This is an optimization exercise on Yosys and OpenROAD, whose aim is small area, not a production implementation. In this exercise RTL edits were held to simulation tests only and were not proved equivalent to the original. Power and IR drop assume default switching activity.

Design classifier_top, start of the top module:
module classifier_top #(
  parameter int LANES       = 2,
  parameter int CYCLE_WIDTH = 32
) (
  input  logic                              clk,
  input  logic                              reset,
  input  logic                              start_i,
  input  logic                              img_valid_i,
  input  nn_pkg::img_id_t                   img_id_i,
  input  nn_pkg::neuron_id_t                img_label_i,
  input  logic                              training_mode_i,
  input  logic                              act_valid_i,
  input  nn_pkg::act_t       [LANES-1:0]    act_i,
  input  nn_pkg::neuron_id_t [LANES-1:0]    neuron_id_i,
  output logic                              img_ready_o,
  output logic                              result_valid_o,
  output logic                              correct_o,
  output logic [nn_pkg::NUM_LEDS-1:0]       led_o,
  output nn_pkg::count_t                    num_correct_train_o,
  output nn_pkg::count_t                    num_correct_test_o,
  output nn_pkg::epoch_t                    epoch_o,
  output logic [CYCLE_WIDTH-1:0]            active_cycles_o,
  output logic [CYCLE_WIDTH-1:0]            idle_cycles_o
);
For scale: ~2,400 cells after synthesis, about 340 flip-flops, roughly 190 I/O pins, about 0.018 mm² of cells after synthesis.
Settings: LEC_CHECK=0, ABC_AREA=1, CAP_MARGIN=40, CORE_MARGIN=2, CORE_UTILIZATION=60, CTS_BUF_LIST=sky130_fd_sc_hd__clkbuf_4 sky130_fd_sc_hd__clkbuf_8, SLEW_MARGIN=30; clock period 10.0 ns.
standard.sh (not shown) runs the stock make flow with config.mk's settings and CLKGATE_MAP_FILE= SYNTH_SCRIPT=/design/flow/synth_recipe.tcl, a recipe that flattens the netlist after the stock synthesis.
==> flow/flow/run.sh <==
#!/bin/bash
# Standard layout (standard synthesis, placement, routing) with two changes:
# the port buffers use the smallest buffer cell, and clock tree synthesis
# inserts no dummy loads and clusters up to 20 sinks per leaf buffer.
set -euo pipefail
CTS="-sink_clustering_enable -repair_clock_nets"
CTS="$CTS -buf_list {sky130_fd_sc_hd__clkbuf_4 sky130_fd_sc_hd__clkbuf_8}"
CTS="$CTS -dont_use_dummy_load -sink_clustering_size 20 -sink_clustering_max_diameter 50"
bash standard.sh \
  "BUFFER_PORTS_ARGS=-buffer_cell sky130_fd_sc_hd__buf_1" \
  "CTS_ARGS=$CTS" \
  finish > standard_flow.log 2>&1
The starting point finished with timing, DRC and antenna clean.
Change:
==> flow/run.sh (new file) <==
#!/bin/bash
# synth_recipe.tcl (not shown) runs the flow's synth.tcl, then flattens the netlist and writes it again
# the make line also repeats each setting of config.mk as NAME=value (left out here)
make -C /OpenROAD-flow-scripts/flow DESIGN_CONFIG=/design/flow/config.mk WORK_HOME=/design/flow/orfs CLKGATE_MAP_FILE= SYNTH_SCRIPT=/design/flow/synth_recipe.tcl finish
removed: flow/flow/run.sh
removed: flow/standard.sh
- The new run completed without violations
- non-clock buffer count is higher by 4
- critical path depth is lower by 1
- final cell count is higher by 2.4%
- routed wire length is higher by 3.2%
- sequential power barely changes
- die area is unchanged
- sequential share of layout area is lower by 3.1 points
- design area is higher by 9.7%
- worst setup slack gets worse by 0.10 ns
- power is higher by 13%
- clock-buffer cell count is higher by 58

* * *

== run A ==
classifier_top, a different RTL version from the one above (not shown whole).
Size in the first run: about 2000 cells after synthesis, roughly 340 flip-flops, roughly 190 I/O pins, ~0.016 mm2 of cells after synthesis.
Settings: LEC_CHECK=0, ABC_AREA=1, CAP_MARGIN=10, CORE_MARGIN=2, CORE_UTILIZATION=60, SLEW_MARGIN=10, SYNTH_HIERARCHICAL=1; clock period 10.0 ns.
==> flow/flow/run.sh <==
#!/bin/bash
# Standard layout (standard synthesis, placement, routing) with these changes:
# the port buffers use the smallest buffer cell, and clock tree synthesis
# inserts no dummy loads and clusters up to 8 sinks per leaf buffer.
set -euo pipefail
CTS="-sink_clustering_enable -repair_clock_nets"
CTS="$CTS -buf_list {sky130_fd_sc_hd__clkbuf_4}"
CTS="$CTS -dont_use_dummy_load -sink_clustering_size 8 -sink_clustering_max_diameter 40"
bash standard.sh \
  "BUFFER_PORTS_ARGS=-buffer_cell sky130_fd_sc_hd__buf_1" \
  "CTS_ARGS=$CTS" \
  finish > standard_flow.log 2>&1
Run A completed every stage of the flow, and the final layout passed the timing, design-rule and antenna checks.
What run B does differently from run A at the input level:
Settings: CORE_UTILIZATION now 70, was 60; SLEW_MARGIN now 30, was 10; PLACE_DENSITY now 0.75, previously not set; CAP_MARGIN now 40, was 10.
- Looking at the reports, run B completed the entire flow and the layout it produced met the timing, design-rule and antenna checks.
- Having completed the whole flow, run A delivered a layout that passed the timing, design-rule and antenna checks.
- From run A to run B the numbers moved as follows: slew at the pin closest to its max-slew limit has decreased; diode insertion count for antenna repair has increased; fmax has decreased; floorplan die height has decreased.
- On global routing met1 resource utilization, the higher figure sits with run B, not run A.
### run B -> run C
Settings: setting GPL_TIMING_DRIVEN to 0 for the first time; changing CORE_UTILIZATION from 70 to 60; removing PLACE_DENSITY (formerly 0.75).
[summary]
[run C] worst-margin pin slew rose 30 ps relative to run B. Run C — number of well taps about 20% higher, run B as reference. Between run C and run B, it is run C whose post-route clock period utilization is higher, by 3.5 points. Diff run B and run C: sequential fraction of total cell area higher in run B. Higher final layout net count was reported by run C, not run B. Taking run B over run C, the detailed route wirelength on metal3 ratio works out to 1.12. Looking at count of clock-buffer cells in the layout across run B and run C, the one that comes out lower is run B. Combinational share of power for run C: 1.5 points up relative to run B. Compared with run B, run C shows via count of the first global-routing pass that has gone down by a few percent.
--- input diff run C..run D ---
Settings: clearing GPL_TIMING_DRIVEN, which used to be 0.
Results
First-pass GRT wire length, run D and run C: higher on run C
| final clock period utilization by the worst path | lower: run D |
As far as post-synthesis cell area goes, run C and run D are indistinguishable; the numbers are identical.
Diff run C -> run D: worst hold slack now sits lower; multi-input logic area lost 35 um2; met3 routing resource usage after global routing grew by 1.9 points; standard cell area after detailed placement moved down; total wire length after detailed routing dropped 2.8%.
Run D consumes less power than run C does.

* * *

## lane 4
classifier_top, a different RTL version from the one above (not shown whole).
Size: about 2300 cells after synthesis, ~340 flip-flops, ~17000 um2 of cells after synthesis.
// classifier_top
module classifier_top #(
  parameter int LANES       = 2,
  parameter int CYCLE_WIDTH = 32
) (
  input  logic                              clk,
  input  logic                              reset,
  input  logic                              start_i,
  input  logic                              img_valid_i,
  input  nn_pkg::img_id_t                   img_id_i,
  input  nn_pkg::neuron_id_t                img_label_i,
  input  logic                              training_mode_i,
  input  logic                              act_valid_i,
  input  nn_pkg::act_t       [LANES-1:0]    act_i,
  input  nn_pkg::neuron_id_t [LANES-1:0]    neuron_id_i,
  output logic                              img_ready_o,
  output logic                              result_valid_o,
  output logic                              correct_o,
  output logic [nn_pkg::NUM_LEDS-1:0]       led_o,
  output nn_pkg::count_t                    num_correct_train_o,
  output nn_pkg::count_t                    num_correct_test_o,
  output nn_pkg::epoch_t                    epoch_o,
  output logic [CYCLE_WIDTH-1:0]            active_cycles_o,
  output logic [CYCLE_WIDTH-1:0]            idle_cycles_o
);
  localparam int N      = nn_pkg::NUM_CLASSES;
  localparam int W      = nn_pkg::PREC;
  localparam int STAGES = 5;
  nn_pkg::layer_state_e state;
  nn_pkg::layer_state_e next_state;
  logic                 accept;
  logic                 collect;
  ...
==> flow/config.mk <==
export PLATFORM = sky130hd
export DESIGN_NAME = classifier_top
export DESIGN_NICKNAME = classifier_top
export VERILOG_FILES = /design/flow/design.v
export SDC_FILE = /design/flow/constraint.sdc
export NUM_CORES = 4
export LEC_CHECK = 0
export ABC_AREA = 1
export CAP_MARGIN = 40
export CORE_MARGIN = 2
export CORE_UTILIZATION = 60
export CTS_BUF_LIST = sky130_fd_sc_hd__clkbuf_4 sky130_fd_sc_hd__clkbuf_8
export SLEW_MARGIN = 30
export SYNTH_HIERARCHICAL = 1
==> flow/constraint.sdc <==
create_clock -name core_clock -period 10.0 [get_ports {clk}]
set_input_delay 2.0000 -clock core_clock [delete_from_list [all_inputs] [get_ports {clk}]]
set_output_delay 2.0000 -clock core_clock [all_outputs]
set_load 0.01 [all_outputs]
==> flow/flow/run.sh <==
#!/bin/bash
# Standard layout (standard synthesis, placement, routing) with two changes:
# the port buffers use the smallest buffer cell, and clock tree synthesis
# inserts no dummy loads and clusters up to 20 sinks per leaf buffer, and
# non-critical gates are downsized after global routing.
set -euo pipefail
CTS="-sink_clustering_enable -repair_clock_nets"
CTS="$CTS -buf_list {sky130_fd_sc_hd__clkbuf_4 sky130_fd_sc_hd__clkbuf_8}"
CTS="$CTS -dont_use_dummy_load -sink_clustering_size 20 -sink_clustering_max_diameter 50"
bash standard.sh \
  "BUFFER_PORTS_ARGS=-buffer_cell sky130_fd_sc_hd__buf_1" \
  "CTS_ARGS=$CTS" \
  "RECOVER_POWER=100" \
  finish > standard_flow.log 2>&1
Every stage of lane 4 finished as expected; the final checks, on the other hand, flagged max-capacitance violations, max-slew violations, which means the layout fails.
--- input diff lane 4..lane 3 ---
==> flow/run.sh (new file) <==
#!/bin/bash
# synth_recipe.tcl (not shown) runs the flow's synth.tcl, then flattens the netlist and writes it again
# the make line also repeats each setting of config.mk as NAME=value (left out here)
make -C /OpenROAD-flow-scripts/flow DESIGN_CONFIG=/design/flow/config.mk WORK_HOME=/design/flow/orfs CLKGATE_MAP_FILE= SYNTH_SCRIPT=/design/flow/synth_recipe.tcl finish
removed: flow/flow/run.sh
removed: flow/standard.sh
Findings:
In lane 4 the implementation ran to completion but is not tape-out ready, as the final checks report max-capacitance violations, max-slew violations. Lane 3 has completed all stages; timing, DRC and antenna checks passed. From lane 4 to lane 3 the numbers moved as follows: mean routed wirelength per cell increased 0.48 um; final standard cell utilization of the core increased by 7.4 points relative to the old numbers; number of global-route vias before repair went up. Against lane 4 as the reference, lane 3 delivers a higher relative slew slack. Area used by multi-input combinational logic went up slightly going from lane 4 to lane 3. Higher cell count among lane 4 and lane 3: lane 3. Lane 3 vs lane 4 — peak clock frequency supported by timing dropped by a few percent. Sum of internal, switching and leakage power (lower): lane 4.

## port drivers added, routing unchanged
The results above use ideal ports. As a check the final layouts listed here were re-extracted and re-timed, cells and wires unchanged.
Step 1 (the two cells are an assumption about what drives the block):
set clk [get_ports {clk}]
set_driving_cell -lib_cell sky130_fd_sc_hd__clkbuf_16 $clk
set_driving_cell -lib_cell sky130_fd_sc_hd__buf_2 [delete_from_list [all_inputs] $clk]
Step 2, shift: input delay + t, output delay - t, t = (earliest + latest rising clock arrival at the registers) / 2. This alone moves slack from input paths to output paths.
Three values: ideal ports, drivers, drivers and shift; two values: the first two.
| run | shift t [ns] | setup WS [ns] | worst hold slack (ns) |
|---|---|---|---|
| the first run of note 1 | 0.589 | 1.202 / 1.186 / 0.597 | 0.389 / 0.389 / 0.389 |
| the second run of note 1 | 0.657 | 1.102 / 1.084 / 0.427 | 0.403 / 0.403 / 0.403 |
| run A | 0.748 | 0.964 / 0.964 / 0.936 | 0.403 / 0.403 / 0.403 |
| run B | 0.722 | 0.892 / 0.892 / 0.726 | 0.404 / 0.404 / 0.404 |
| run C | 0.711 | 0.543 / 0.543 / 0.429 | 0.406 / 0.406 / 0.406 |
| run D | 0.738 | 1.033 / 1.032 / 0.930 | 0.402 / 0.402 / 0.402 |
| lane 4 | 0.604 | 1.108 / 1.128 / 0.524 | 0.389 / 0.389 / 0.389 |
| lane 3 | 0.643 | 0.715 / 0.725 / 0.082 | 0.405 / 0.405 / 0.405 |
For the second run of note 1, which loses most, drivers alone change the setup slack by -0.018 ns; drivers and shift together by -0.675 ns.
